From an optimization exercise on the open Yosys and OpenROAD flow, aimed at small area and few clock cycles per item; shortcuts taken in it are not production practice. No run shown here included a check of the RTL's function; only the layout flow was run.

==> flow/design.v (outline; a module is shown in full before it is edited, if it fits) <==
// module mac_prime2r: 947 lines
// module mac_fa: 10 lines
// module mac_nand2: 7 lines
// module mac_o22ai: 9 lines
// module mac_ha: 9 lines
// module mac_xnor: 7 lines
// module mac_or: 7 lines
module mac_prime2r #(
  parameter int MAX_TERMS = 1024,
  parameter int CNT_W     = 11
) (
  input  logic         clk,
  input  logic         rst_n,
  input  logic         in_valid,
  output logic         in_ready,
  input  logic         in_last,
  input  logic [23:0]  a,
  input  logic [23:0]  b,
  output logic         out_valid,
  input  logic         out_ready,
  output logic [69:0]  c,
  output logic         err
);
  // ...
==> flow/flow/run.sh <==
#!/bin/bash
# Own layout flow: the standard flow (standard.sh), with the standard
# synthesis unchanged, then the layout steps with a few extra ORFS settings
# read from flow/knobs.txt (one VAR=value per line):
#  - port buffers are plain buffers instead of the default delay-cell choice,
#  - optional extra repair/recovery settings.
# Each step's full output goes to its own log file in this folder.
set -euo pipefail
here=$(pwd)
knobs=()
if [[ -f flow/knobs.txt ]]; then
  while IFS= read -r line; do
    [[ -z "$line" || "$line" == \#* ]] && continue
    knobs+=("$line")
  done < flow/knobs.txt
fi
bash standard.sh synth > "$here/flow_synth.log" 2>&1
bash standard.sh "${knobs[@]}" finish > "$here/flow_layout.log" 2>&1
test -s out/final.def
==> flow/flow/knobs.txt <==
BUFFER_PORTS_ARGS=-buffer_cell sky130_fd_sc_hd__buf_1
==> flow/standard.sh <==
#!/bin/bash
# synth_recipe.tcl (not shown) runs the flow's synth.tcl, then flattens the netlist and writes it again
# the make line also repeats each setting of config.mk as NAME=value (left out here)
make -C /OpenROAD-flow-scripts/flow DESIGN_CONFIG=/design/flow/config.mk WORK_HOME=/design/flow/orfs CLKGATE_MAP_FILE= SYNTH_SCRIPT=/design/flow/synth_recipe.tcl "${@:-finish}"
==> flow/config.mk <==
export PLATFORM = sky130hd
export DESIGN_NAME = mac_prime2r
export DESIGN_NICKNAME = mac_prime2r
export VERILOG_FILES = /design/flow/design.v
export SDC_FILE = /design/flow/constraint.sdc
export NUM_CORES = 4
export LEC_CHECK = 0
export CAP_MARGIN = 20
export CORE_MARGIN = 2
export CORE_UTILIZATION = 40
export GPL_TIMING_DRIVEN = 1
export SLEW_MARGIN = 20
export SYNTH_HIERARCHICAL = 1
==> flow/constraint.sdc <==
create_clock -name core_clock -period 8.0 [get_ports {clk}]
set_input_delay 1.6000 -clock core_clock [delete_from_list [all_inputs] [get_ports {clk}]]
set_output_delay 1.6000 -clock core_clock [all_outputs]
set_load 0.01 [all_outputs]
==> results_dict.tcl, run 1 <==
set metrics [dict create \
    num_vias 15340 \
    crit_cells 31 \
    drc 0 \
    r2r_start "out_valid_r" \
    largestClassByArea "multi-input combinational cells" \
    hold_class "flop to flop" \
    drt-initial-drc-count 1143 \
    yosysTopAreaCell "fa_1" \
    cts_tree "done" \
    worst_setup_path_start_kind "input port" \
    max_cap_viol_count 0 \
    status "timing/DRC/antenna clean" \
    final_common_cell "xnor2_1" \
    worstSkewPairLatency_ns 0.40 \
    crit_arrival_ns 8.11 \
    synth-compound-area-share 0.1529 \
    final_cell_mix "xnor2_1 (322), fa_1 (301), buf_4 (284), o22ai_1 (271), nand2_1 (181)" \
    setup.worst_path.end "acc_r[69]" \
    wl_met1_um 23450 \
    setup_viol 0 \
    die-area_um2 44810 \
    seq_cells 83 \
    dr_wl_met3_um 3676 \
    crit_path_end_kind "flop" \
    clkbuf_count 9 \
    clk_share 0.01401 \
    core-area_um2 42790 \
    syn-num-nets 2249 \
    max_stage_delay_ns 0.55 \
]
==> run 2: changes to the inputs <==
--- a/flow/design.v
+++ b/flow/design.v
@@ -14,91 +14,88 @@
   output logic [69:0]  c,
   output logic         err
 );
   if ((2 ** CNT_W) <= MAX_TERMS) begin : g_cnt_w_check
     $error("mac_prime2r: CNT_W too narrow for MAX_TERMS");
   end
   logic        acc_keep_s;    
   logic        in_xfer_s;
+  logic [23:0] bg_s;          
   logic [69:0] acc_r;         
   logic        out_valid_r;
-  logic        clr_r;         
+  logic        fresh_r;       
   assign in_ready   = ~out_valid_r | out_ready;
   assign in_xfer_s  = in_valid & in_ready;
-  assign acc_keep_s = ~((out_valid_r & out_ready) | clr_r);
+  assign acc_keep_s = ~(fresh_r & in_xfer_s);
+  assign bg_s       = b & {24{in_xfer_s}};
   assign out_valid  = out_valid_r;
   assign c          = acc_r;
   logic [69:0] nacc;
   assign nacc = ~(acc_r & {70{acc_keep_s}});
-  logic [11:0] bo_one, bo_two, bo_neg;    
-  logic [11:0] bo_none, bo_ntwo, bo_gneg;
+  logic [11:0] bo_one, bo_two, bo_neg;
   logic [299:0] nbp;       
   logic [25:0] b_ext;
-  assign b_ext = {1'b0, b, 1'b0};       
+  logic [11:0] bo_none, bo_ntwo;
+  logic [23:0] na;
+  assign na = ~a;
+  assign bo_none = ~bo_one;
+  assign bo_ntwo = ~bo_two;
+  logic [25:0] a_ext;
+  assign b_ext = {1'b0, bg_s, 1'b0};    
+  assign a_ext = {1'b0, a, 1'b0};       
   for (genvar k = 0; k < 12; k++) begin : g_booth
     assign bo_one[k] = b_ext[2*k+1] ^ b_ext[2*k];
     assign bo_two[k] = (b_ext[2*k+2] & ~b_ext[2*k+1] & ~b_ext[2*k]) |
                        (~b_ext[2*k+2] & b_ext[2*k+1] & b_ext[2*k]);
     assign bo_neg[k] = b_ext[2*k+2];
-    assign bo_none[k] = ~bo_one[k];
-    assign bo_ntwo[k] = ~bo_two[k];
-    assign bo_gneg[k] = bo_neg[k];
-  end
-  logic [23:0] na [3];
-  for (genvar g = 0; g < 3; g++) begin : g_na
-    for (genvar i = 0; i < 24; i++) begin : g_bit
-      mac_nand2 u_nand (.x(a[i]), .y(in_xfer_s), .z(na[g][i]));
-    end
-  end
-  for (genvar k = 0; k < 12; k++) begin : g_row
-    assign nbp[k*25] = ~((~na[k/4][0] & bo_one[k]) ^ bo_neg[k]);
-    assign nbp[k*25+24] = ~((~na[k/4][23] & bo_two[k]) ^ bo_neg[k]);
+    assign nbp[k*25] = ~((a[0] & bo_one[k]) ^ bo_neg[k]);
+    assign nbp[k*25+24] = ~((a[23] & bo_two[k]) ^ bo_neg[k]);
     for (genvar i = 1; i < 24; i++) begin : g_sel
       logic sel;    
-      mac_o22ai u_sel (.a1(na[k/4][i]), .a2(bo_none[k]), .b1(na[k/4][i-1]), .b2(bo_ntwo[k]), .y(sel));
-      mac_xnor u_neg (.x(sel), .y(bo_gneg[k]), .s(nbp[k*25+i]));
+      mac_o22ai u_sel (.a1(na[i]), .a2(bo_none[k]), .b1(na[i-1]), .b2(bo_ntwo[k]), .y(sel));
+      mac_xnor u_neg (.x(sel), .y(bo_neg[k]), .s(nbp[k*25+i]));
     end
   end
   logic [23:0] nbt;               
-  assign nbt = ~(~na[2] & {24{b[23]}});
+  assign nbt = ~(a & {24{bg_s[23]}});
   logic [301:0] fs, fc;
   logic [8:0] hs, hc;
   logic [31:0] ns, nc;
-  mac_xnor u_nhs0 (.x(nacc[22]), .y(~bo_gneg[11]), .s(ns[0]));
-  mac_or u_nhc0 (.x(nacc[22]), .y(~bo_gneg[11]), .c(nc[0]));
+  mac_xnor u_nhs0 (.x(nacc[22]), .y(~bo_neg[11]), .s(ns[0]));
+  mac_or u_nhc0 (.x(nacc[22]), .y(~bo_neg[11]), .c(nc[0]));
   mac_xnor u_nhs1 (.x(nacc[23]), .y(nbp[23]), .s(ns[1]));
   mac_or u_nhc1 (.x(nacc[23]), .y(nbp[23]), .c(nc[1]));
   mac_fa u_fa0 (.x(nbt[0]), .y(nacc[24]), .z(nbp[24]), .s(fs[0]), .c(fc[0]));
   mac_ha u_ha0 (.x(nbt[1]), .y(nacc[25]), .s(hs[0]), .c(hc[0]));
-  mac_xnor u_nhs2 (.x(bo_gneg[0]), .y(nbp[48]), .s(ns[2]));
-  mac_or u_nhc2 (.x(bo_gneg[0]), .y(nbp[48]), .c(nc[2]));
+  mac_xnor u_nhs2 (.x(bo_neg[0]), .y(nbp[48]), .s(ns[2]));
+  mac_or u_nhc2 (.x(bo_neg[0]), .y(nbp[48]), .c(nc[2]));
   mac_ha u_ha1 (.x(nbt[2]), .y(nacc[26]), .s(hs[1]), .c(hc[1]));
   mac_xnor u_nhs3 (.x(nbp[49]), .y(nbp[72]), .s(ns[3]));
   mac_or u_nhc3 (.x(nbp[49]), .y(nbp[72]), .c(nc[3]));
-  mac_fa u_fa1 (.x(nbt[3]), .y(nacc[27]), .z(bo_gneg[1]), .s(fs[1]), .c(fc[1]));
-  mac_xnor u_nhs4 (.x(nacc[14]), .y(~bo_gneg[7]), .s(ns[4]));
-  mac_or u_nhc4 (.x(nacc[14]), .y(~bo_gneg[7]), .c(nc[4]));
+  mac_fa u_fa1 (.x(nbt[3]), .y(nacc[27]), .z(bo_neg[1]), .s(fs[1]), .c(fc[1]));
+  mac_xnor u_nhs4 (.x(nacc[14]), .y(~bo_neg[7]), .s(ns[4]));
+  mac_or u_nhc4 (.x(nacc[14]), .y(~bo_neg[7]), .c(nc[4]));
   mac_xnor u_nhs5 (.x(nacc[15]), .y(nbp[15]), .s(ns[5]));
   mac_or u_nhc5 (.x(nacc[15]), .y(nbp[15]), .c(nc[5]));
-  mac_fa u_fa2 (.x(nacc[16]), .y(~bo_gneg[8]), .z(nbp[16]), .s(fs[2]), .c(fc[2]));
+  mac_fa u_fa2 (.x(nacc[16]), .y(~bo_neg[8]), .z(nbp[16]), .s(fs[2]), .c(fc[2]));
   mac_xnor u_nhs6 (.x(nbp[39]), .y(nbp[62]), .s(ns[6]));
   mac_or u_nhc6 (.x(nbp[39]), .y(nbp[62]), .c(nc[6]));
   mac_fa u_fa3 (.x(nacc[17]), .y(nbp[17]), .z(nbp[40]), .s(fs[3]), .c(fc[3]));
   mac_xnor u_nhs7 (.x(nbp[63]), .y(nbp[86]), .s(ns[7]));
   mac_or u_nhc7 (.x(nbp[63]), .y(nbp[86]), .c(nc[7]));
-  mac_fa u_fa4 (.x(nacc[18]), .y(~bo_gneg[9]), .z(nbp[18]), .s(fs[4]), .c(fc[4]));
+  mac_fa u_fa4 (.x(nacc[18]), .y(~bo_neg[9]), .z(nbp[18]), .s(fs[4]), .c(fc[4]));
   mac_fa u_fa5 (.x(nbp[41]), .y(nbp[64]), .z(nbp[87]), .s(fs[5]), .c(fc[5]));
   mac_xnor u_nhs8 (.x(nbp[110]), .y(nbp[133]), .s(ns[8]));
   mac_or u_nhc8 (.x(nbp[110]), .y(nbp[133]), .c(nc[8]));
   mac_fa u_fa6 (.x(nacc[19]), .y(nbp[19]), .z(nbp[42]), .s(fs[6]), .c(fc[6]));
   mac_fa u_fa7 (.x(nbp[65]), .y(nbp[88]), .z(nbp[111]), .s(fs[7]), .c(fc[7]));
   mac_xnor u_nhs9 (.x(nbp[134]), .y(nbp[157]), .s(ns[9]));
   mac_or u_nhc9 (.x(nbp[134]), .y(nbp[157]), .c(nc[9]));
-  mac_fa u_fa8 (.x(nacc[20]), .y(~bo_gneg[10]), .z(nbp[20]), .s(fs[8]), .c(fc[8]));
+  mac_fa u_fa8 (.x(nacc[20]), .y(~bo_neg[10]), .z(nbp[20]), .s(fs[8]), .c(fc[8]));
   mac_fa u_fa9 (.x(nbp[43]), .y(nbp[66]), .z(nbp[89]), .s(fs[9]), .c(fc[9]));
   mac_fa u_fa10 (.x(nbp[112]), .y(nbp[135]), .z(nbp[158]), .s(fs[10]), .c(fc[10]));
   mac_xnor u_nhs10 (.x(nbp[181]), .y(nbp[204]), .s(ns[10]));
   mac_or u_nhc10 (.x(nbp[181]), .y(nbp[204]), .c(nc[10]));
   mac_fa u_fa11 (.x(nacc[21]), .y(nbp[21]), .z(nbp[44]), .s(fs[11]), .c(fc[11]));
   mac_fa u_fa12 (.x(nbp[67]), .y(nbp[90]), .z(nbp[113]), .s(fs[12]), .c(fc[12]));
   mac_fa u_fa13 (.x(nbp[136]), .y(nbp[159]), .z(nbp[182]), .s(fs[13]), .c(fc[13]));
   mac_xnor u_nhs11 (.x(nbp[205]), .y(nbp[228]), .s(ns[11]));
@@ -127,48 +124,48 @@
   mac_fa u_fa35 (.x(nbp[96]), .y(nbp[119]), .z(nbp[142]), .s(fs[35]), .c(fc[35]));
   mac_fa u_fa36 (.x(nbp[165]), .y(nbp[188]), .z(nbp[211]), .s(fs[36]), .c(fc[36]));
   mac_fa u_fa37 (.x(nbp[234]), .y(nbp[257]), .z(nbp[280]), .s(fs[37]), .c(fc[37]));
   mac_fa u_fa38 (.x(nacc[28]), .y(~nbt[4]), .z(fc[1]), .s(fs[38]), .c(fc[38]));
   mac_fa u_fa39 (.x(nbp[74]), .y(nbp[97]), .z(nbp[120]), .s(fs[39]), .c(fc[39]));
   mac_fa u_fa40 (.x(nbp[143]), .y(nbp[166]), .z(nbp[189]), .s(fs[40]), .c(fc[40]));
   mac_fa u_fa41 (.x(nbp[212]), .y(nbp[235]), .z(nbp[258]), .s(fs[41]), .c(fc[41]));
   mac_fa u_fa42 (.x(nbt[4]), .y(nbt[5]), .z(nacc[29]), .s(fs[42]), .c(fc[42]));
-  mac_fa u_fa43 (.x(bo_gneg[2]), .y(nbp[98]), .z(nbp[121]), .s(fs[43]), .c(fc[43]));
+  mac_fa u_fa43 (.x(bo_neg[2]), .y(nbp[98]), .z(nbp[121]), .s(fs[43]), .c(fc[43]));
   mac_fa u_fa44 (.x(nbp[144]), .y(nbp[167]), .z(nbp[190]), .s(fs[44]), .c(fc[44]));
   mac_fa u_fa45 (.x(nbp[213]), .y(nbp[236]), .z(nbp[259]), .s(fs[45]), .c(fc[45]));
   mac_ha u_ha2 (.x(nbt[6]), .y(nacc[30]), .s(hs[2]), .c(hc[2]));
   mac_fa u_fa46 (.x(nbp[99]), .y(nbp[122]), .z(nbp[145]), .s(fs[46]), .c(fc[46]));
   mac_fa u_fa47 (.x(nbp[168]), .y(nbp[191]), .z(nbp[214]), .s(fs[47]), .c(fc[47]));
   mac_xnor u_nhs12 (.x(nbp[237]), .y(nbp[260]), .s(ns[12]));
   mac_or u_nhc12 (.x(nbp[237]), .y(nbp[260]), .c(nc[12]));
-  mac_fa u_fa48 (.x(nbt[7]), .y(nacc[31]), .z(bo_gneg[3]), .s(fs[48]), .c(fc[48]));
+  mac_fa u_fa48 (.x(nbt[7]), .y(nacc[31]), .z(bo_neg[3]), .s(fs[48]), .c(fc[48]));
   mac_fa u_fa49 (.x(nbp[123]), .y(nbp[146]), .z(nbp[169]), .s(fs[49]), .c(fc[49]));
   mac_fa u_fa50 (.x(nbp[192]), .y(nbp[215]), .z(nbp[238]), .s(fs[50]), .c(fc[50]));
   mac_ha u_ha3 (.x(nbt[8]), .y(nacc[32]), .s(hs[3]), .c(hc[3]));
   mac_fa u_fa51 (.x(nbp[124]), .y(nbp[147]), .z(nbp[170]), .s(fs[51]), .c(fc[51]));
   mac_xnor u_nhs13 (.x(nbp[193]), .y(nbp[216]), .s(ns[13]));
   mac_or u_nhc13 (.x(nbp[193]), .y(nbp[216]), .c(nc[13]));
-  mac_fa u_fa52 (.x(nbt[9]), .y(nacc[33]), .z(bo_gneg[4]), .s(fs[52]), .c(fc[52]));
+  mac_fa u_fa52 (.x(nbt[9]), .y(nacc[33]), .z(bo_neg[4]), .s(fs[52]), .c(fc[52]));
   mac_fa u_fa53 (.x(nbp[148]), .y(nbp[171]), .z(nbp[194]), .s(fs[53]), .c(fc[53]));
   mac_ha u_ha4 (.x(nbt[10]), .y(nacc[34]), .s(hs[4]), .c(hc[4]));
   mac_xnor u_nhs14 (.x(nbp[149]), .y(nbp[172]), .s(ns[14]));
   mac_or u_nhc14 (.x(nbp[149]), .y(nbp[172]), .c(nc[14]));
-  mac_fa u_fa54 (.x(nbt[11]), .y(nacc[35]), .z(bo_gneg[5]), .s(fs[54]), .c(fc[54]));
-  mac_xnor u_nhs15 (.x(nacc[8]), .y(~bo_gneg[4]), .s(ns[15]));
-  mac_or u_nhc15 (.x(nacc[8]), .y(~bo_gneg[4]), .c(nc[15]));
+  mac_fa u_fa54 (.x(nbt[11]), .y(nacc[35]), .z(bo_neg[5]), .s(fs[54]), .c(fc[54]));
+  mac_xnor u_nhs15 (.x(nacc[8]), .y(~bo_neg[4]), .s(ns[15]));
+  mac_or u_nhc15 (.x(nacc[8]), .y(~bo_neg[4]), .c(nc[15]));
   mac_xnor u_nhs16 (.x(nacc[9]), .y(nbp[9]), .s(ns[16]));
   mac_or u_nhc16 (.x(nacc[9]), .y(nbp[9]), .c(nc[16]));
-  mac_fa u_fa55 (.x(nacc[10]), .y(~bo_gneg[5]), .z(nbp[10]), .s(fs[55]), .c(fc[55]));
+  mac_fa u_fa55 (.x(nacc[10]), .y(~bo_neg[5]), .z(nbp[10]), .s(fs[55]), .c(fc[55]));
   mac_xnor u_nhs17 (.x(nbp[33]), .y(nbp[56]), .s(ns[17]));
   mac_or u_nhc17 (.x(nbp[33]), .y(nbp[56]), .c(nc[17]));
   mac_fa u_fa56 (.x(nacc[11]), .y(nbp[11]), .z(nbp[34]), .s(fs[56]), .c(fc[56]));
   mac_xnor u_nhs18 (.x(nbp[57]), .y(nbp[80]), .s(ns[18]));
   mac_or u_nhc18 (.x(nbp[57]), .y(nbp[80]), .c(nc[18]));
-  mac_fa u_fa57 (.x(nacc[12]), .y(~bo_gneg[6]), .z(nbp[12]), .s(fs[57]), .c(fc[57]));
+  mac_fa u_fa57 (.x(nacc[12]), .y(~bo_neg[6]), .z(nbp[12]), .s(fs[57]), .c(fc[57]));
   mac_fa u_fa58 (.x(nbp[35]), .y(nbp[58]), .z(nbp[81]), .s(fs[58]), .c(fc[58]));
   mac_xnor u_nhs19 (.x(nbp[104]), .y(nbp[127]), .s(ns[19]));
   mac_or u_nhc19 (.x(nbp[104]), .y(nbp[127]), .c(nc[19]));
   mac_fa u_fa59 (.x(nacc[13]), .y(nbp[13]), .z(nbp[36]), .s(fs[59]), .c(fc[59]));
   mac_fa u_fa60 (.x(nbp[59]), .y(nbp[82]), .z(nbp[105]), .s(fs[60]), .c(fc[60]));
   mac_xnor u_nhs20 (.x(nbp[128]), .y(nbp[151]), .s(ns[20]));
   mac_or u_nhc20 (.x(nbp[128]), .y(nbp[151]), .c(nc[20]));
   mac_fa u_fa61 (.x(ns[4]), .y(nbp[14]), .z(nbp[37]), .s(fs[61]), .c(fc[61]));
@@ -236,33 +233,33 @@
   mac_fa u_fa123 (.x(nbp[287]), .y(ns[14]), .z(fc[53]), .s(fs[123]), .c(fc[123]));
   mac_fa u_fa124 (.x(hc[4]), .y(fs[54]), .z(nbp[173]), .s(fs[124]), .c(fc[124]));
   mac_fa u_fa125 (.x(nbp[196]), .y(nbp[219]), .z(nbp[242]), .s(fs[125]), .c(fc[125]));
   mac_fa u_fa126 (.x(nbp[265]), .y(nbp[288]), .z(nc[14]), .s(fs[126]), .c(fc[126]));
   mac_fa u_fa127 (.x(nacc[36]), .y(~nbt[12]), .z(fc[54]), .s(fs[127]), .c(fc[127]));
   mac_fa u_fa128 (.x(nbp[174]), .y(nbp[197]), .z(nbp[220]), .s(fs[128]), .c(fc[128]));
   mac_fa u_fa129 (.x(nbp[243]), .y(nbp[266]), .z(nbp[289]), .s(fs[129]), .c(fc[129]));
   mac_fa u_fa130 (.x(nbt[12]), .y(nbt[13]), .z(nacc[37]), .s(fs[130]), .c(fc[130]));
-  mac_fa u_fa131 (.x(bo_gneg[6]), .y(nbp[198]), .z(nbp[221]), .s(fs[131]), .c(fc[131]));
+  mac_fa u_fa131 (.x(bo_neg[6]), .y(nbp[198]), .z(nbp[221]), .s(fs[131]), .c(fc[131]));
   mac_fa u_fa132 (.x(nbp[244]), .y(nbp[267]), .z(nbp[290]), .s(fs[132]), .c(fc[132]));
   mac_ha u_ha5 (.x(nbt[14]), .y(nacc[38]), .s(hs[5]), .c(hc[5]));
   mac_fa u_fa133 (.x(nbp[199]), .y(nbp[222]), .z(nbp[245]), .s(fs[133]), .c(fc[133]));
   mac_xnor u_nhs21 (.x(nbp[268]), .y(nbp[291]), .s(ns[21]));
   mac_or u_nhc21 (.x(nbp[268]), .y(nbp[291]), .c(nc[21]));
-  mac_fa u_fa134 (.x(nbt[15]), .y(nacc[39]), .z(bo_gneg[7]), .s(fs[134]), .c(fc[134]));
+  mac_fa u_fa134 (.x(nbt[15]), .y(nacc[39]), .z(bo_neg[7]), .s(fs[134]), .c(fc[134]));
   mac_fa u_fa135 (.x(nbp[223]), .y(nbp[246]), .z(nbp[269]), .s(fs[135]), .c(fc[135]));
   mac_ha u_ha6 (.x(nbt[16]), .y(nacc[40]), .s(hs[6]), .c(hc[6]));
   mac_xnor u_nhs22 (.x(nbp[224]), .y(nbp[247]), .s(ns[22]));
   mac_or u_nhc22 (.x(nbp[224]), .y(nbp[247]), .c(nc[22]));
-  mac_fa u_fa136 (.x(nbt[17]), .y(nacc[41]), .z(bo_gneg[8]), .s(fs[136]), .c(fc[136]));
-  mac_xnor u_nhs23 (.x(nacc[4]), .y(~bo_gneg[2]), .s(ns[23]));
-  mac_or u_nhc23 (.x(nacc[4]), .y(~bo_gneg[2]), .c(nc[23]));
+  mac_fa u_fa136 (.x(nbt[17]), .y(nacc[41]), .z(bo_neg[8]), .s(fs[136]), .c(fc[136]));
+  mac_xnor u_nhs23 (.x(nacc[4]), .y(~bo_neg[2]), .s(ns[23]));
+  mac_or u_nhc23 (.x(nacc[4]), .y(~bo_neg[2]), .c(nc[23]));
   mac_xnor u_nhs24 (.x(nacc[5]), .y(nbp[5]), .s(ns[24]));
   mac_or u_nhc24 (.x(nacc[5]), .y(nbp[5]), .c(nc[24]));
-  mac_fa u_fa137 (.x(nacc[6]), .y(~bo_gneg[3]), .z(nbp[6]), .s(fs[137]), .c(fc[137]));
+  mac_fa u_fa137 (.x(nacc[6]), .y(~bo_neg[3]), .z(nbp[6]), .s(fs[137]), .c(fc[137]));
   mac_xnor u_nhs25 (.x(nbp[29]), .y(nbp[52]), .s(ns[25]));
   mac_or u_nhc25 (.x(nbp[29]), .y(nbp[52]), .c(nc[25]));
   mac_fa u_fa138 (.x(nacc[7]), .y(nbp[7]), .z(nbp[30]), .s(fs[138]), .c(fc[138]));
   mac_xnor u_nhs26 (.x(nbp[53]), .y(nbp[76]), .s(ns[26]));
   mac_or u_nhc26 (.x(nbp[53]), .y(nbp[76]), .c(nc[26]));
   mac_fa u_fa139 (.x(ns[15]), .y(nbp[8]), .z(nbp[31]), .s(fs[139]), .c(fc[139]));
   mac_fa u_fa140 (.x(nbp[54]), .y(nbp[77]), .z(nbp[100]), .s(fs[140]), .c(fc[140]));
   mac_fa u_fa141 (.x(nc[15]), .y(nbp[32]), .z(nbp[55]), .s(fs[141]), .c(fc[141]));
@@ -329,23 +326,23 @@
   mac_fa u_fa202 (.x(nc[21]), .y(fc[133]), .z(fs[135]), .s(fs[202]), .c(fc[202]));
   mac_fa u_fa203 (.x(hs[6]), .y(fc[134]), .z(nbp[270]), .s(fs[203]), .c(fc[203]));
   mac_fa u_fa204 (.x(nbp[293]), .y(ns[22]), .z(fc[135]), .s(fs[204]), .c(fc[204]));
   mac_fa u_fa205 (.x(hc[6]), .y(fs[136]), .z(nbp[248]), .s(fs[205]), .c(fc[205]));
   mac_fa u_fa206 (.x(nbp[271]), .y(nbp[294]), .z(nc[22]), .s(fs[206]), .c(fc[206]));
   mac_fa u_fa207 (.x(nacc[42]), .y(~nbt[18]), .z(fc[136]), .s(fs[207]), .c(fc[207]));
   mac_fa u_fa208 (.x(nbp[249]), .y(nbp[272]), .z(nbp[295]), .s(fs[208]), .c(fc[208]));
   mac_fa u_fa209 (.x(nbt[18]), .y(nbt[19]), .z(nacc[43]), .s(fs[209]), .c(fc[209]));
-  mac_fa u_fa210 (.x(bo_gneg[9]), .y(nbp[273]), .z(nbp[296]), .s(fs[210]), .c(fc[210]));
+  mac_fa u_fa210 (.x(bo_neg[9]), .y(nbp[273]), .z(nbp[296]), .s(fs[210]), .c(fc[210]));
   mac_ha u_ha7 (.x(nbt[20]), .y(nacc[44]), .s(hs[7]), .c(hc[7]));
   mac_xnor u_nhs27 (.x(nbp[274]), .y(nbp[297]), .s(ns[27]));
   mac_or u_nhc27 (.x(nbp[274]), .y(nbp[297]), .c(nc[27]));
-  mac_fa u_fa211 (.x(nbt[21]), .y(nacc[45]), .z(bo_gneg[10]), .s(fs[211]), .c(fc[211]));
-  mac_xnor u_nhs28 (.x(nacc[2]), .y(~bo_gneg[1]), .s(ns[28]));
-  mac_or u_nhc28 (.x(nacc[2]), .y(~bo_gneg[1]), .c(nc[28]));
+  mac_fa u_fa211 (.x(nbt[21]), .y(nacc[45]), .z(bo_neg[10]), .s(fs[211]), .c(fc[211]));
+  mac_xnor u_nhs28 (.x(nacc[2]), .y(~bo_neg[1]), .s(ns[28]));
+  mac_or u_nhc28 (.x(nacc[2]), .y(~bo_neg[1]), .c(nc[28]));
   mac_xnor u_nhs29 (.x(nacc[3]), .y(nbp[3]), .s(ns[29]));
   mac_or u_nhc29 (.x(nacc[3]), .y(nbp[3]), .c(nc[29]));
   mac_fa u_fa212 (.x(ns[23]), .y(nbp[4]), .z(nbp[27]), .s(fs[212]), .c(fc[212]));
   mac_fa u_fa213 (.x(nc[23]), .y(nbp[28]), .z(nbp[51]), .s(fs[213]), .c(fc[213]));
   mac_fa u_fa214 (.x(nbp[75]), .y(nc[24]), .z(ns[25]), .s(fs[214]), .c(fc[214]));
   mac_fa u_fa215 (.x(nc[25]), .y(ns[26]), .z(fc[137]), .s(fs[215]), .c(fc[215]));
   mac_fa u_fa216 (.x(nc[26]), .y(fc[138]), .z(fs[139]), .s(fs[216]), .c(fc[216]));
   mac_fa u_fa217 (.x(fc[139]), .y(fc[140]), .z(fs[141]), .s(fs[217]), .c(fc[217]));
@@ -382,18 +379,18 @@
   mac_fa u_fa248 (.x(fc[201]), .y(fs[203]), .z(fc[202]), .s(fs[248]), .c(fc[248]));
   mac_fa u_fa249 (.x(fc[203]), .y(fs[205]), .z(fs[206]), .s(fs[249]), .c(fc[249]));
   mac_fa u_fa250 (.x(fs[207]), .y(fc[205]), .z(fs[208]), .s(fs[250]), .c(fc[250]));
   mac_fa u_fa251 (.x(fs[209]), .y(fc[207]), .z(fc[208]), .s(fs[251]), .c(fc[251]));
   mac_fa u_fa252 (.x(hs[7]), .y(fc[209]), .z(ns[27]), .s(fs[252]), .c(fc[252]));
   mac_fa u_fa253 (.x(hc[7]), .y(fs[211]), .z(nbp[298]), .s(fs[253]), .c(fc[253]));
   mac_fa u_fa254 (.x(nacc[46]), .y(~nbt[22]), .z(fc[211]), .s(fs[254]), .c(fc[254]));
   mac_fa u_fa255 (.x(nbt[22]), .y(nbt[23]), .z(nacc[47]), .s(fs[255]), .c(fc[255]));
-  mac_xnor u_nhs30 (.x(nacc[0]), .y(~bo_gneg[0]), .s(ns[30]));
-  mac_or u_nhc30 (.x(nacc[0]), .y(~bo_gneg[0]), .c(nc[30]));
+  mac_xnor u_nhs30 (.x(nacc[0]), .y(~bo_neg[0]), .s(ns[30]));
+  mac_or u_nhc30 (.x(nacc[0]), .y(~bo_neg[0]), .c(nc[30]));
   mac_xnor u_nhs31 (.x(nacc[1]), .y(nbp[1]), .s(ns[31]));
   mac_or u_nhc31 (.x(nacc[1]), .y(nbp[1]), .c(nc[31]));
   mac_fa u_fa256 (.x(ns[28]), .y(nbp[2]), .z(nbp[25]), .s(fs[256]), .c(fc[256]));
   mac_fa u_fa257 (.x(nc[28]), .y(nbp[26]), .z(ns[29]), .s(fs[257]), .c(fc[257]));
   mac_fa u_fa258 (.x(nbp[50]), .y(nc[29]), .z(fs[212]), .s(fs[258]), .c(fc[258]));
   mac_fa u_fa259 (.x(ns[24]), .y(fc[212]), .z(fs[213]), .s(fs[259]), .c(fc[259]));
   mac_fa u_fa260 (.x(fc[213]), .y(fs[137]), .z(fs[214]), .s(fs[260]), .c(fc[260]));
   mac_fa u_fa261 (.x(fs[138]), .y(fc[214]), .z(fs[215]), .s(fs[261]), .c(fc[261]));
@@ -431,17 +428,17 @@
   mac_fa u_fa293 (.x(fs[202]), .y(fc[246]), .z(fs[247]), .s(fs[293]), .c(fc[293]));
   mac_fa u_fa294 (.x(fs[204]), .y(fc[247]), .z(fs[248]), .s(fs[294]), .c(fc[294]));
   mac_fa u_fa295 (.x(fc[204]), .y(fs[249]), .z(fc[248]), .s(fs[295]), .c(fc[295]));
   mac_fa u_fa296 (.x(fc[206]), .y(fs[250]), .z(fc[249]), .s(fs[296]), .c(fc[296]));
   mac_fa u_fa297 (.x(fs[210]), .y(fc[250]), .z(fs[251]), .s(fs[297]), .c(fc[297]));
   mac_fa u_fa298 (.x(fc[210]), .y(fs[252]), .z(fc[251]), .s(fs[298]), .c(fc[298]));
   mac_fa u_fa299 (.x(nc[27]), .y(fs[253]), .z(fc[252]), .s(fs[299]), .c(fc[299]));
   mac_fa u_fa300 (.x(nbp[299]), .y(fs[254]), .z(fc[253]), .s(fs[300]), .c(fc[300]));
-  mac_fa u_fa301 (.x(bo_gneg[11]), .y(fs[255]), .z(fc[254]), .s(fs[301]), .c(fc[301]));
+  mac_fa u_fa301 (.x(bo_neg[11]), .y(fs[255]), .z(fc[254]), .s(fs[301]), .c(fc[301]));
   mac_ha u_ha8 (.x(nacc[48]), .y(fc[255]), .s(hs[8]), .c(hc[8]));
   logic [69:0] nx, ny, sum_s;
   assign nx[0] = ns[30];  assign ny[0] = nbp[0];
   assign nx[1] = nc[30];  assign ny[1] = ns[31];
   assign nx[2] = nc[31];  assign ny[2] = fs[256];
   assign nx[3] = fc[256];  assign ny[3] = fs[257];
   assign nx[4] = fc[257];  assign ny[4] = fs[258];
   assign nx[5] = fc[258];  assign ny[5] = fs[259];
@@ -913,20 +910,22 @@
   assign cy[69] = cg[129];
   assign sum_s = ~(pg ^ cy);
   always_ff @(posedge clk) begin
     acc_r <= sum_s;
   end
   always_ff @(posedge clk or negedge rst_n) begin
     if (!rst_n) begin
       out_valid_r <= 1'b0;
-      clr_r       <= 1'b1;
+      fresh_r     <= 1'b1;
     end else begin
       out_valid_r <= (in_xfer_s & in_last) | (out_valid_r & ~out_ready);
-      clr_r       <= 1'b0;
+      if (in_xfer_s) begin
+        fresh_r <= in_last;
+      end
     end
   end
   localparam int TW = (MAX_TERMS > 1) ? $clog2(MAX_TERMS) : 1;
   localparam logic [TW-1:0] LAST_CNT = TW'(MAX_TERMS - 1);
   logic [TW-1:0] cnt_r;
   logic          err_r;
   always_ff @(posedge clk or negedge rst_n) begin
     if (!rst_n) begin
@@ -950,23 +949,16 @@
   input  logic y,
   input  logic z,
   output logic s,
   output logic c
 );
   assign s = x ^ y ^ z;
   assign c = (x & y) | (z & (x ^ y));
 endmodule
-module mac_nand2 (
-  input  logic x,
-  input  logic y,
-  output logic z
-);
-  assign z = ~(x & y);
-endmodule
 module mac_o22ai (
   input  logic a1,
   input  logic a2,
   input  logic b1,
   input  logic b2,
   output logic y
 );
   assign y = ~((a1 | a2) & (b1 | b2));
==> flow/run.sh (new file) <==
#!/bin/bash
# synth_recipe.tcl (not shown) runs the flow's synth.tcl, then flattens the netlist and writes it again
# the make line also repeats each setting of config.mk as NAME=value (left out here)
make -C /OpenROAD-flow-scripts/flow DESIGN_CONFIG=/design/flow/config.mk WORK_HOME=/design/flow/orfs CLKGATE_MAP_FILE= SYNTH_SCRIPT=/design/flow/synth_recipe.tcl finish
==> flow/config.mk (replaced) <==
export PLATFORM = sky130hd
export DESIGN_NAME = mac_prime2r
export DESIGN_NICKNAME = mac_prime2r
export VERILOG_FILES = /design/flow/design.v
export SDC_FILE = /design/flow/constraint.sdc
export NUM_CORES = 4
export LEC_CHECK = 0
export CAP_MARGIN = 20
export CORE_MARGIN = 2
export CORE_UTILIZATION = 40
export SLEW_MARGIN = 20
export SYNTH_HIERARCHICAL = 1
removed: flow/flow/run.sh
removed: flow/flow/knobs.txt
removed: flow/standard.sh
==> run 2 against run 1 <==
Flip-flop and latch count stayed put; non-clock buffer count up 115; setup slack worse by 0.091 ns; cell area grew 16%; sequential share of layout area decreased by 1.1 points; clock skew rose by 0.0059 ns; via count rose by 3.9%; utilization rose by 9.0 points; register-to-register slack improved by 0.04 ns; critical path depth decreased by 7; highest routed layer is now met4.
==> results_dict.tcl, run 2 <==
set metrics [dict create \
    core-area_um2 42040 \
    synth-compound-area-share 0.1449 \
    max_cap_viol_count 0 \
    syn-num-nets 2229 \
    fmax_mhz 127.0 \
    worstSkewPairLatency_ns 0.40 \
    status "timing/DRC/antenna clean" \
    hold_viol 0 \
    worst_slew_pin_slew_ns 0.6255 \
    ys_seq_area_frac 0.1011 \
    numClockSinks 83 \
    antenna_left 0 \
    die-area_um2 44400 \
    drt-pass1-iter-count 6 \
    die_x_um 210.7 \
    ys.flop_type "dfxtp_1" \
    synth_xor_area_frac 0.1942 \
    reg_top3 "acc_r x70, cnt_r x10" \
    clkSlewWorstSetupHoldPaths_ns 0.08 \
    via_per_inst 5.623 \
    period_share 0.9841 \
    holdWs_ns 0.4908 \
    cts_max_level 3 \
    ios 126 \
    largest_reg_flops 70 \
    grt_max_degree 32 \
    synth_common_cells "xnor2_1 (335), fa_1 (302), o22ai_1 (278), nand2_1 (190), ha_1 (115)" \
    synth_area_per_cell_um2 9.717 \
    synthArstFlopShare 0.1566 \
    root_buffer "clkbuf_16" \
    synthDistinctLibCells 50 \
    rsz0062_at_grt "no" \
    critPathKind "input port to flop" \
    yosysWarnings 7 \
    synth-seq-cells 83 \
    grt_use_total 0.2811 \
    crit_path_end_kind "flop" \
    crit_arrival_ns 8.17 \
    final_common_cell "buf_4" \
    layout-drive-gt1-share 0.2949 \
    wire_per_inst_um 21.44 \
    num_vias 15940 \
    grt_overflow_total 0 \
    cts-hold-fix-buffers 0 \
    path_max_fanout 7 \
    yosys.area_share.adder 0.4379 \
    start_util 0.4065 \
    worst_setup_path_start_kind "input port" \
    skew_ns 0.01822 \
    numCtsBuffers 9 \
    io_buffers 125 \
    ys_top_cells_by_area "fa_1 (35%), xnor2_1 (17%), o22ai_1 (10%), ha_1 (8.4%), dfxtp_1 (8.2%)" \
    fin_crit_ns 7.873 \
    setup_viol 0 \
    grt_pass1_vias 16940 \
    drt-initial-drc-count 1319 \
    cp.required_ns 8.30 \
    num_rows 75 \
    synth_top_family_by_area "adder cells" \
    cts_tree "done" \
    synthesis.area_um2 17090 \
    syn2layout_area_growth_pct 44.85 \
    post-synth-top-count-cell "xnor2_1" \
    synth.mux.area_fraction 0.002489 \
    final_cell_mix "buf_4 (339), xnor2_1 (284), fa_1 (253), o22ai_1 (236), nand2_1 (157)" \
    nNetsFinal 2761 \
    hpwl_um 48790 \
    yosysTopAreaCellShare 0.3537 \
    gp_congestion 0.9452 \
    drt_wl_total_um 60790 \
    clockBufferDepth 2 \
    finalMaxSlewViolations 0 \
    top_register "acc_r" \
    syn_inst 1759 \
    yosys.area_share.simple 0.09151 \
    setup_tns_ns 0 \
    synth-edff-count 0 \
    drc 0 \
    slew-limit-headroom 0.5786 \
    fp.dieH_um 210.7 \
    grt_pass1_wl_um 95170 \
    num_antenna_cells 0 \
    antenna_found_initial 0 \
    yosysTopAreaCell "fa_1" \
    hold_class "flop to flop" \
]
## run 2: cell types whose count changed after synthesis, sizes merged, moves of 3 or more
cell	delta
a21oi	-16
a31o	-3
clkbuf	-8
xor2	+8
inv	+23
nand3	+26
o21ai	-9
o21bai	+3
a21o	+3
and3	-4
nand2b	-23
buf	+5
nor2b	-21
nor3	-9
## run 2: logic make-up after synthesis
kind of cell / Yosys count
adder cells (fa/ha/maj): 417
multiplexers: 4
buffers and inverters: 127
AO/OA/AOI/OAI: 393
AND/OR/NAND/NOR: 356
XOR/XNOR: 379
flip-flops: 83
## run 2: worst paths after layout
| path | startpoint | to | slack [ns] | depth (start not counted) |
|---|---|---|---|---|
| worst max-delay path | a[22] | acc_r[47] | 0.13 | 24 |
| worst min-delay path | err_r | err_r | 0.49 | 1 |
| worst max register to register | out_valid_r | acc_r[47] | 1.16 | 27 |
| worst min register to register | err_r | err_r | 0.49 | 1 |
| max in group asynchronous | rst_n | out_valid_r | 6.03 | 1 |
| min in group asynchronous | rst_n | cnt_r[5] | 1.58 | 1 |
## run 2: repair_timing
item,4_1_cts,5_1_grt
setup buffers,39,14
pin swaps,99,81
cloned,6,0
gates resized for setup,177,88
setup endpoints to repair,36,21
## run 2: Yosys stat by module (local to each module, per instance)
module / copies in the design / flops+latches / cells / cell area (um^2)
mac_prime2r: 1 / 83 / 762 / 5433
mac_ha: 79 / 0 / 1 / 12.51
mac_or: 32 / 0 / 1 / 6.256
mac_o22ai: 276 / 0 / 1 / 6.256
mac_xnor: 308 / 0 / 1 / 8.758
mac_fa: 302 / 0 / 1 / 20.02
## run 2: per-stage QoR
step / cells / cell area, um^2 / util / setup WS (ns)
after floorplan: 1759 / 17460 / - / -0.01535
after global placement: 2761 / 22600 / 0.5375 / -1.006
after detailed placement: 2761 / 22600 / 0.5375 / -1.017
after CTS: 2821 / 24170 / 0.5750 / 0.005860
after global routing: 2835 / 24760 / 0.5889 / 0.003326
final: 2835 / 24760 / 0.5889 / 0.1273
## run 2: critical path: stages
cell	delay (ns)
clkdlybuf4s50_1	0.58
inv_1	0.20
buf_4	0.22
o22ai_2	0.20
xnor2_2	0.11
fa_1	0.53
fa_2	0.62
fa_1	0.44
fa_2	0.54
fa_1	0.41
ha_1	0.32
nand4_1	0.19
or2_4	0.32
or3_4	0.35
a2bb2oi_4	0.23
a211oi_4	0.30
o22ai_2	0.14
o21bai_2	0.17
buf_4	0.14
a21o_1	0.10
a21o_1	0.11
ha_2	0.16
nor2_2	0.04
xor2_1	0.13
## run 2: per-layer routing
layer	global-route usage	up-vias	wire length, um
met2	0.4799	628	29750
met3	0.03895	164	3557
li1	-	7187	-
met1	0.3485	7961	24060
met5	0	-	0
met4	0.1433	0	3414
## run 2: layout make-up
type | instances | area (um^2)
sequential | 83 | 1728
multi-input combinational | 1552 | 16440
tap | 539 | 674.4
clock buffer | 10 | 250.2
inverter | 107 | 432.9
fill | 3564 | 17280
timing repair buffer | 538 | 5170
clock inverter | 6 | 57.56
==> run 3: changes to the inputs <==
--- a/flow/config.mk
+++ b/flow/config.mk
@@ -8,5 +8,6 @@
 export CAP_MARGIN = 20
 export CORE_MARGIN = 2
 export CORE_UTILIZATION = 40
+export GPL_TIMING_DRIVEN = 0
 export SLEW_MARGIN = 20
 export SYNTH_HIERARCHICAL = 1
==> run 3 against run 2 <==
Now fails the layout checks on negative setup slack; clock skew up 0.0012 ns; global-route usage up 4.1 points; final cell count down 6.6%; setup slack worse by 0.31 ns; sequential share of layout area up 0.42 points; clock-buffer cell count unchanged; die area unchanged; synthesized cell count unchanged; via count up 5.3%.
==> results_dict.tcl, run 3 <==
set metrics [dict create \
    top_register "acc_r" \
    cts_max_level 3 \
    setup_viol 9 \
    drt_wl_total_um 71590 \
    hold_start "err_r" \
    die_x_um 210.7 \
    ff_latch_area_um2 1728 \
    cts_tree "done" \
    drt-initial-drc-count 2301 \
    hold_class "flop to flop" \
    crit_top_cell "fa_1" \
    num_vias 16790 \
    fillers 3517 \
    ys.flop_type "dfxtp_1" \
    synth_area_per_cell_um2 9.717 \
    worst_setup_path_start_kind "input port" \
    yosysTopAreaCell "fa_1" \
    worst_slew_pin_slew_ns 0.6830 \
    numClockSinks 83 \
    synth_common_cells "xnor2_1 (335), fa_1 (302), o22ai_1 (278), nand2_1 (190), ha_1 (115)" \
    cpLargestDelayFamily "adder cells" \
    via_per_inst 6.343 \
    ys_seq_area_frac 0.1011 \
    ys_top_cells_by_area "fa_1 (35%), xnor2_1 (17%), o22ai_1 (10%), ha_1 (8.4%), dfxtp_1 (8.2%)" \
    syn_inst 1759 \
    r2r_start "out_valid_r" \
    critPathSlowestCell "clkdlybuf4s50_1" \
    syn2layout_area_growth_pct 36.71 \
    synthArstFlopShare 0.1566 \
    grt_max_degree 34 \
    final_cell_mix "xnor2_1 (311), fa_1 (276), o22ai_1 (235), nand2_1 (154), buf_4 (127)" \
    fin_crit_ns 8.184 \
    setup_tns_ns -0.6892 \
    fmax_mhz 122.2 \
    num_rows 75 \
    drt-pass1-iter-count 12 \
    max_cap_viol_count 0 \
    synthesis.area_um2 17090 \
    post-route-util 0.5558 \
    crit_arrival_ns 8.52 \
    worstSkewPairLatency_ns 0.41 \
    reg_top3 "acc_r x70, cnt_r x10" \
    synthDistinctLibCells 50 \
    antenna_left 0 \
    slew-limit-headroom 0.5414 \
    core-area_um2 42040 \
    wire_per_inst_um 27.05 \
    clkSlewWorstSetupHoldPaths_ns 0.07 \
    cp-startpoint "a[6]" \
    multiInputGateArea_um2 16820 \
    syn-num-nets 2229 \
    start_util 0.4065 \
    yosysWarnings 7 \
    postPlaceCellArea_um2 19470 \
    rsz0062_at_grt "yes" \
    yosysTopAreaCellShare 0.3537 \
    io_buffers 125 \
    finalMaxSlewViolations 0 \
    hpwl_um 41850 \
    largest_reg_flops 70 \
    path_max_fanout 12 \
    clockBufferDepth 2 \
    numCtsBuffers 9 \
    cp.buffers_inverters 5 \
    drc 0 \
    status "complete, but fails checks" \
    gp_congestion 0.8987 \
    crit_path_end_kind "flop" \
    so_faults "negative setup slack" \
    path_cells "clkdlybuf4s50_1, clkinvlp_4, o22ai_1, xnor2_1, fa_1, fa_1, fa_1, fa_1, ha_4, a21oi_2, o21ai_0, a221oi_2, buf_4, o21a_4, buf_4, a211oi_4, buf_4, or2_2, a21o_1, a21o_1, ha_1, nor2_1, xor2_1" \
    stdcell_area_um2 23360 \
    grt_use_total 0.3223 \
    skew_ns 0.01937 \
    period_share 1.023 \
    antenna_found_initial 5 \
    grt_pass1_vias 17590 \
    hold_viol 0 \
    post-synth-top-count-cell "xnor2_1" \
    max_stage_delay_ns 0.89 \
    root_buffer "clkbuf_16" \
    worst_slack_ns -0.1839 \
    die-area_um2 44400 \
    fp.dieH_um 210.7 \
    dp_slack_ns -2.048 \
    final_common_cell "xnor2_1" \
    ios 126 \
    layout-drive-gt1-share 0.2286 \
    cp.required_ns 8.34 \
    nNetsFinal 2569 \
    grt_overflow_total 0 \
    critPathKind "input port to flop" \
    synth-edff-count 0 \
    grt_pass1_wl_um 106200 \
    synth-seq-cells 83 \
]
[run 3: Yosys stat by module (local to each module, per instance)]
module / flip-flops and latches / cell area, um^2
mac_fa: 0 / 20.02
mac_ha: 0 / 12.51
mac_o22ai: 0 / 6.256
mac_or: 0 / 6.256
mac_prime2r: 83 / 5433
mac_xnor: 0 / 8.758
[run 3: path summary, 6_finish.rpt]
kind,end,slack (ns),cells past startpoint
max in group asynchronous,cnt_r[5],6.05,1
hold / removal,err_r,0.47,1
min in group asynchronous,out_valid_r,1.57,1
hold reg to reg,err_r,0.47,1
setup / recovery,acc_r[39],-0.18,23
setup reg to reg,acc_r[39],0.95,27
[run 3: cell type report]
| type | count | area share |
|---|---|---|
| Antenna cell | 4 | 0.0004284 |
| Clock inverter | 6 | 0.002142 |
| Clock buffer | 10 | 0.009800 |
| Buffer | 20 | 0.01044 |
| Timing Repair Buffer | 284 | 0.1219 |
| Sequential cell | 83 | 0.07395 |
| Multi-Input combinational cell | 1565 | 0.7198 |
| Inverter | 107 | 0.02372 |
| Timing Repair inverter | 29 | 0.008996 |
| Tap cell | 539 | 0.02886 |
[run 3: kinds of logic (layout without fill, tap and decap cells)]
logic type,Yosys count,after routing,synth area share
DFF,83,83,0.1011
xor gates and xnor gates,379,379,0.1942
AOI/OAI and AO/OA,393,393,0.1449
adders and majority gates,417,417,0.4379
muxes,4,4,0.002489
and+or+nand+nor,356,372,0.09151
buffers and inverters,127,456,0.02789
other,0,4,0
[run 3: what timing repair did]
item | in CTS | in global routing
cloned | 42 | 5
hold buffers | 0 | 0
pin swaps | 74 | 31
buffers inserted | 118 | 37
gates resized for setup | 331 | 80
setup endpoints to repair | 53 | 42
[run 3: through the flow]
| step | cells | hold WS (ns) |
|---|---|---|
| floorplan | 1759 | 0.4393 |
| global placement | 2423 | 0.4515 |
| detailed placement | 2426 | 0.4586 |
| CTS | 2602 | 0.4752 |
| global route | 2647 | 0.5101 |
| finish | 2647 | 0.4717 |
[run 3: per-layer routing]
layer | share of wire | track usage
met2 | 0.43 | 0.4818
met1 | 0.34 | 0.3803
met4 | 0.087 | 0.2122
met3 | 0.14 | 0.1344
met5 | 0.00046 | 0
==> run 4: changes to the inputs <==
==> flow/flow/run.sh (new file) <==
#!/bin/bash
# Own layout flow: the standard flow (standard.sh), with the standard
# synthesis unchanged, then the layout steps with a few extra ORFS settings
# read from flow/knobs.txt (one VAR=value per line):
#  - port buffers are plain buffers instead of the default delay-cell choice,
#  - optional extra repair/recovery settings.
# Each step's full output goes to its own log file in this folder.
set -euo pipefail
here=$(pwd)
knobs=()
if [[ -f flow/knobs.txt ]]; then
  while IFS= read -r line; do
    [[ -z "$line" || "$line" == \#* ]] && continue
    knobs+=("$line")
  done < flow/knobs.txt
fi
bash standard.sh synth > "$here/flow_synth.log" 2>&1
bash standard.sh "${knobs[@]}" finish > "$here/flow_layout.log" 2>&1
test -s out/final.def
==> flow/flow/knobs.txt (new file) <==
BUFFER_PORTS_ARGS=-buffer_cell sky130_fd_sc_hd__buf_1
==> flow/standard.sh (new file) <==
#!/bin/bash
# synth_recipe.tcl (not shown) runs the flow's synth.tcl, then flattens the netlist and writes it again
# the make line also repeats each setting of config.mk as NAME=value (left out here)
make -C /OpenROAD-flow-scripts/flow DESIGN_CONFIG=/design/flow/config.mk WORK_HOME=/design/flow/orfs CLKGATE_MAP_FILE= SYNTH_SCRIPT=/design/flow/synth_recipe.tcl "${@:-finish}"
removed: flow/run.sh
==> run 4 against run 3 <==
Still fails the layout checks on negative setup slack; setup slack better by 0.0048 ns; flip-flop and latch count unchanged; clock skew down 0.0051 ns; first-iteration DRC count down 5.7%; critical path depth up 5; utilization down 3.2 points; synthesized area unchanged; cell area down 5.7%; critical endpoint is now acc_r[47].
==> results_dict.tcl, run 4 <==
set metrics [dict create \
    top_register "acc_r" \
    critPathKind "input port to flop" \
    via_per_inst 6.359 \
    path_max_fanout 12 \
    reg_top3 "acc_r x70, cnt_r x10" \
    syn_inst 1759 \
    yosysTopAreaCell "fa_1" \
    wire_per_inst_um 26.69 \
    yosysWarnings 7 \
    cts_tree "done" \
    grt_pass1_vias 16430 \
    numClockSinks 83 \
    worst_setup_path_start_kind "input port" \
    period_share 1.022 \
    cp.required_ns 8.28 \
    so_faults "negative setup slack" \
    max_cap_viol_count 0 \
    slew-limit-headroom 0.06211 \
    grt_max_degree 34 \
    finalMaxSlewViolations 0 \
    cp-startpoint "out_ready" \
    syn2layout_area_growth_pct 28.89 \
    root_buffer "clkbuf_16" \
    antenna_left 0 \
    dp_slack_ns -1.618 \
    yosysTopAreaCellShare 0.3537 \
    numCtsBuffers 9 \
    num_vias 16300 \
    use_met1 0.3553 \
    die_x_um 210.7 \
    clkSlewWorstSetupHoldPaths_ns 0.07 \
    drt_wl_total_um 68410 \
    r2r_start "out_valid_r" \
    cp.buffers_inverters 5 \
    fillers 3675 \
    grt.busiest_layer "met2" \
    cts_max_level 3 \
    ys_seq_area_frac 0.1011 \
    hold_start "err_r" \
    hold_viol 0 \
    grt_util_met3 0.09828 \
    final_common_cell "xnor2_1" \
    layout-drive-gt1-share 0.2020 \
    grtUsageMet2 0.4508 \
    gp_congestion 0.9082 \
    r2r_cells 26 \
    grt_use_total 0.2895 \
    drt-initial-drc-count 2170 \
    drt-pass1-iter-count 13 \
    synthArstFlopShare 0.1566 \
    worst_slack_ns -0.1791 \
    r2r-end "acc_r[47]" \
    holdWs_ns 0.4710 \
    fp.dieH_um 210.7 \
    antenna_found_initial 3 \
    synthesis.area_um2 17090 \
    synth-seq-cells 83 \
    crit_path_end_kind "flop" \
    fmax_mhz 122.3 \
    synthDistinctLibCells 50 \
    ys_top_cells_by_area "fa_1 (35%), xnor2_1 (17%), o22ai_1 (10%), ha_1 (8.4%), dfxtp_1 (8.2%)" \
    rsz0062_at_grt "yes" \
    crit_top_cell "fa_2" \
    crit_arrival_ns 8.46 \
    synth_area_per_cell_um2 9.717 \
    critPathSlowestCell "fa_2" \
    clockBufferDepth 2 \
    skew_ns 0.01430 \
    fin_crit_ns 8.179 \
    start_util 0.4065 \
    io_buffers 125 \
    syn-num-nets 2229 \
    status "complete, but fails checks" \
    post-synth-top-count-cell "xnor2_1" \
    max_stage_delay_ns 0.58 \
    r2r_slack_ns 0.75 \
    final_cell_mix "xnor2_1 (311), fa_1 (268), o22ai_1 (214), nand2_1 (158), buf_1 (121)" \
    worstSkewPairLatency_ns 0.40 \
    num_rows 75 \
    setup_tns_ns -0.5993 \
    die-area_um2 44400 \
    nNetsFinal 2485 \
    post-route-util 0.5240 \
    ios 126 \
    hold_class "flop to flop" \
    grt_pass1_wl_um 96690 \
    setup_viol 9 \
    drc 0 \
    core-area_um2 42040 \
    worst_slew_pin_slew_ns 1.405 \
    holdPathEnd "err_r" \
    hpwl_um 41570 \
    synth_common_cells "xnor2_1 (335), fa_1 (302), o22ai_1 (278), nand2_1 (190), ha_1 (115)" \
    largest_reg_flops 70 \
    cpLargestDelayFamily "adder cells" \
    synth-edff-count 0 \
    ys.flop_type "dfxtp_1" \
    cts-hold-fix-buffers 0 \
    min_path_cells 1 \
    grt_overflow_total 0 \
]
run 4: cell counts after synthesis:
Identical to the previous run, type by type.
run 4: stage by stage:
stage               instances  instance area (um^2)
global route             2561                 22020
floorplan                1759                 17460
finish                   2563                 22030
CTS                      2511                 20460
detailed placement       2426                 18690
global placement         2423                 18610
run 4: Yosys stat by module (local to each module, per instance):
module	cells	cell area, um^2	copies in the design
mac_fa	1	20.02	302
mac_ha	1	12.51	79
mac_o22ai	1	6.256	276
mac_or	1	6.256	32
mac_prime2r	762	5433	1
mac_xnor	1	8.758	308
run 4: logic make-up after synthesis:
logic type,Yosys count,synth area share
flip-flops,83,0.1011
AND/OR/NAND/NOR,356,0.09151
AO/OA/AOI/OAI,393,0.1449
XOR/XNOR,379,0.1942
adder cells (fa/ha/maj),417,0.4379
multiplexers,4,0.002489
buffers and inverters,127,0.02789
run 4: layer usage:
metal | vias up | part of all wire
met2 | 1279 | 0.44
li1 | 6662 | -
met3 | 443 | 0.13
met1 | 7911 | 0.36
met5 | - | 0.00041
met4 | 2 | 0.079
run 4: timing repair:
item / CTS / global route
gates resized for setup: 162 / 184
cloned: 28 / 17
buffers inserted: 41 / 30
pin swaps: 14 / 89
endpoints found under the setup margin: 48 / 36
run 4: worst max-delay path by stage:
stage,endpoint,slack (ns),cells past startpoint
floorplan,acc_r[47],-0.02,27
global placement,acc_r[69],-1.56,26
detailed placement,acc_r[67],-1.62,26
CTS,acc_r[69],-0.008,27
global route,acc_r[47],-0.42,23
finish,acc_r[47],-0.18,28
run 4: layout make-up:
class	instances	area [um^2]	share of cell area
multi-input combinational	1579	17160	0.7791
sequential	83	1728	0.07844
timing repair buffer	208	1399	0.06350
tap	539	674.4	0.03061
inverter	107	479.2	0.02175
buffer	20	241.5	0.01096
clock buffer	9	225.2	0.01022
clock inverter	7	56.30	0.002556
timing repair inverter	7	52.55	0.002386
antenna	4	10.01	0.0004544
==> run 5: changes to the inputs <==
==> flow/flow/knobs.txt (replaced) <==
BUFFER_PORTS_ARGS=-buffer_cell sky130_fd_sc_hd__buf_1
RECOVER_POWER=100
==> run 5 against run 4 <==
The layout still fails its checks (negative setup slack); hold slack about the same; via count decreased by 0.15%; clock-buffer cell count unchanged; final cell count did not move; sequential share of layout area did not move; critical endpoint unchanged; largest cell class unchanged; highest routed layer is now met4.
==> results_dict.tcl, run 5 <==
set metrics [dict create \
    final_cell_mix "xnor2_1 (311), fa_1 (268), o22ai_1 (214), nand2_1 (158), buf_1 (120)" \
    die-area_um2 44400 \
    ys.flop_type "dfxtp_1" \
    post-route-util 0.5240 \
    core-area_um2 42040 \
    so_faults "negative setup slack" \
    via_per_inst 6.349 \
    yosysTopAreaCell "fa_1" \
    synthDistinctLibCells 50 \
    setup_tns_ns -0.6167 \
    grt_pass1_vias 16430 \
    slew-limit-headroom 0.06127 \
    syn-num-nets 2229 \
    grt_use_total 0.2895 \
    worst_slack_ns -0.1777 \
    synthesis.area_um2 17090 \
    holdWs_ns 0.4710 \
    hold_viol 0 \
    cp.required_ns 8.29 \
    syn_inst 1759 \
    die_x_um 210.7 \
    grt_pass1_wl_um 96690 \
    rsz0062_at_grt "yes" \
    path_max_fanout 7 \
    grt_overflow_total 0 \
    hold_class "flop to flop" \
    reg_top3 "acc_r x70, cnt_r x10" \
    wire_per_inst_um 26.67 \
    start_util 0.4065 \
    gp_congestion 0.9082 \
    clockBufferDepth 2 \
    r2r_slack_ns 0.75 \
    io_buffers 125 \
    drc 0 \
    fin_crit_ns 8.178 \
    min_path_cells 1 \
    synth_area_per_cell_um2 9.717 \
    numCtsBuffers 9 \
    worst_setup_path_start_kind "input port" \
    synthArstFlopShare 0.1566 \
    nNetsFinal 2485 \
    num_vias 16270 \
    largest_reg_flops 70 \
    status "complete, but fails checks" \
    fmax_mhz 122.3 \
    syn2layout_area_growth_pct 28.89 \
    r2r_cells 26 \
    fp.dieH_um 210.7 \
    crit_path_end_kind "flop" \
    num_rows 75 \
    yosysWarnings 7 \
    setup_viol 9 \
    postPlaceCellArea_um2 18690 \
    finalMaxSlewViolations 0 \
    drt-pass1-iter-count 19 \
    top_register "acc_r" \
    stdcell_area_um2 22030 \
    max_cap_viol_count 0 \
    synth_common_cells "xnor2_1 (335), fa_1 (302), o22ai_1 (278), nand2_1 (190), ha_1 (115)" \
    clkSlewWorstSetupHoldPaths_ns 0.07 \
    yosysTopAreaCellShare 0.3537 \
    worstSkewPairLatency_ns 0.40 \
    cts_tree "done" \
    synth-edff-count 0 \
    post-place-cells 2426 \
    grt_max_degree 34 \
    period_share 1.022 \
    ys_seq_area_frac 0.1011 \
    ios 126 \
    drt_wl_total_um 68350 \
    root_buffer "clkbuf_16" \
    final_common_cell "xnor2_1" \
    fin_cells 2563 \
    antenna_left 0 \
    crit_arrival_ns 8.46 \
    post-synth-top-count-cell "xnor2_1" \
    antenna_found_initial 3 \
    cts_max_level 3 \
    critPathKind "input port to flop" \
    skew_ns 0.01422 \
    layout-drive-gt1-share 0.2020 \
    drt-initial-drc-count 2170 \
    ys_top_cells_by_area "fa_1 (35%), xnor2_1 (17%), o22ai_1 (10%), ha_1 (8.4%), dfxtp_1 (8.2%)" \
    dp_slack_ns -1.618 \
    synth-seq-cells 83 \
    worst_slew_pin_slew_ns 1.407 \
    numClockSinks 83 \
    hpwl_um 41570 \
]
run 5: cell types whose count changed in the layout (fill, tap and decap cells not counted):
cell / before / now
buf_1: 121 / 120
clkbuf_1: 7 / 8
run 5: Yosys stat by module, one instance, submodules excluded:
module       times used  area (um^2)  flops+latches
mac_fa              302        20.02              0
mac_ha               79        12.51              0
mac_o22ai           276        6.256              0
mac_or               32        6.256              0
mac_prime2r           1         5433             83
mac_xnor            308        8.758              0
run 5: what timing repair did:
action | CTS | global route
pin swaps | 14 | 89
setup endpoints to repair | 48 | 36
hold buffers | 0 | 0
gates resized for setup | 162 | 184
setup buffers | 41 | 30
cloned | 28 | 17
run 5: final timing paths:
| check | end | startpoint |
|---|---|---|
| worst min-delay path | err_r | err_r |
| worst max register to register | acc_r[47] | out_valid_r |
| min in group asynchronous | cnt_r[8] | rst_n |
| max in group asynchronous | cnt_r[2] | rst_n |
| worst max-delay path | acc_r[47] | b[7] |
| worst min register to register | err_r | err_r |
run 5: final cells by class:
type / instances / area, um^2
fill: 3675 / 20010
multi-input combinational: 1579 / 17160
sequential: 83 / 1728
timing repair buffer: 208 / 1399
tap: 539 / 674.4
inverter: 107 / 479.2
buffer: 20 / 241.5
clock buffer: 9 / 225.2
clock inverter: 7 / 56.30
timing repair inverter: 7 / 52.55
antenna: 4 / 10.01
run 5: worst max-delay path, cell delays in order:
cell and delay (ns):
buf_1 0.40, nand2_1 0.21, o21ai_4 0.36, nand2_8 0.15
buf_8 0.19, o22ai_1 0.20, xnor2_1 0.17, fa_2 0.39
fa_2 0.57, fa_2 0.48, fa_2 0.58, fa_1 0.45
ha_4 0.30, nand4_1 0.14, or2_4 0.37, or3_4 0.36
a2bb2oi_4 0.21, a211oi_4 0.28, o22ai_2 0.13, o21bai_2 0.24
a21o_1 0.16, a21o_1 0.17, ha_4 0.14, nor2_1 0.05
xor2_1 0.14
run 5: per-layer routing:
metal,up-vias,global-route usage,part of all wire
met3,446,0.09828,0.13
li1,6668,-,-
met5,-,0.004449,0
met4,0,0.1535,0.079
met2,1256,0.4508,0.44
met1,7903,0.3553,0.36
run 5: logic make-up after synthesis:
logic type / count (synthesis) / synth area share
compound gates: 393 / 0.1449
xor+xnor: 379 / 0.1942
fa+ha+maj: 417 / 0.4379
buf+inv: 127 / 0.02789
flops: 83 / 0.1011
mux: 4 / 0.002489
simple gates: 356 / 0.09151

-- afterwards: timing with drivers on the ports --
How much do the figures lean on ideal ports? The routed layouts below were timed once more, with nothing changed but the port constraints.
Step 1 sets driving cells, clkbuf_16 on the clock port and buf_2 on the other inputs (assumed; they add their load-dependent delay and slew).
Step 2, shift: input delay + t, output delay - t, t = (earliest + latest rising clock arrival at the registers) / 2. This alone moves slack from input paths to output paths.
Slacks: ideal / step 1 / step 2; pairs: ideal / step 1.
run	shift t [ns]	setup WS [ns]	worst hold slack (ns)	worst setup path at the end	worst data-port slew with drivers (ns)
run 1	0.446	0.219 / 0.251 / -0.195	0.464 / 0.464 / 0.464	input to register	0.10
run 2	0.445	0.127 / 0.155 / -0.290	0.491 / 0.491 / 0.491	input to register	0.06
run 3	0.447	-0.184 / -0.161 / -0.608	0.472 / 0.472 / 0.472	input to register	0.09
run 4	0.444	-0.179 / -0.174 / -0.618	0.471 / 0.471 / 0.471	input to register	0.11
run 5	0.444	-0.178 / -0.178 / -0.622	0.471 / 0.471 / 0.471	input to register	0.11
Met with ideal ports but missed after step 2: setup timing in run 1 and run 2. For run 5, which loses most, drivers alone change the setup slack by 0.000 ns; drivers and shift together by -0.444 ns.
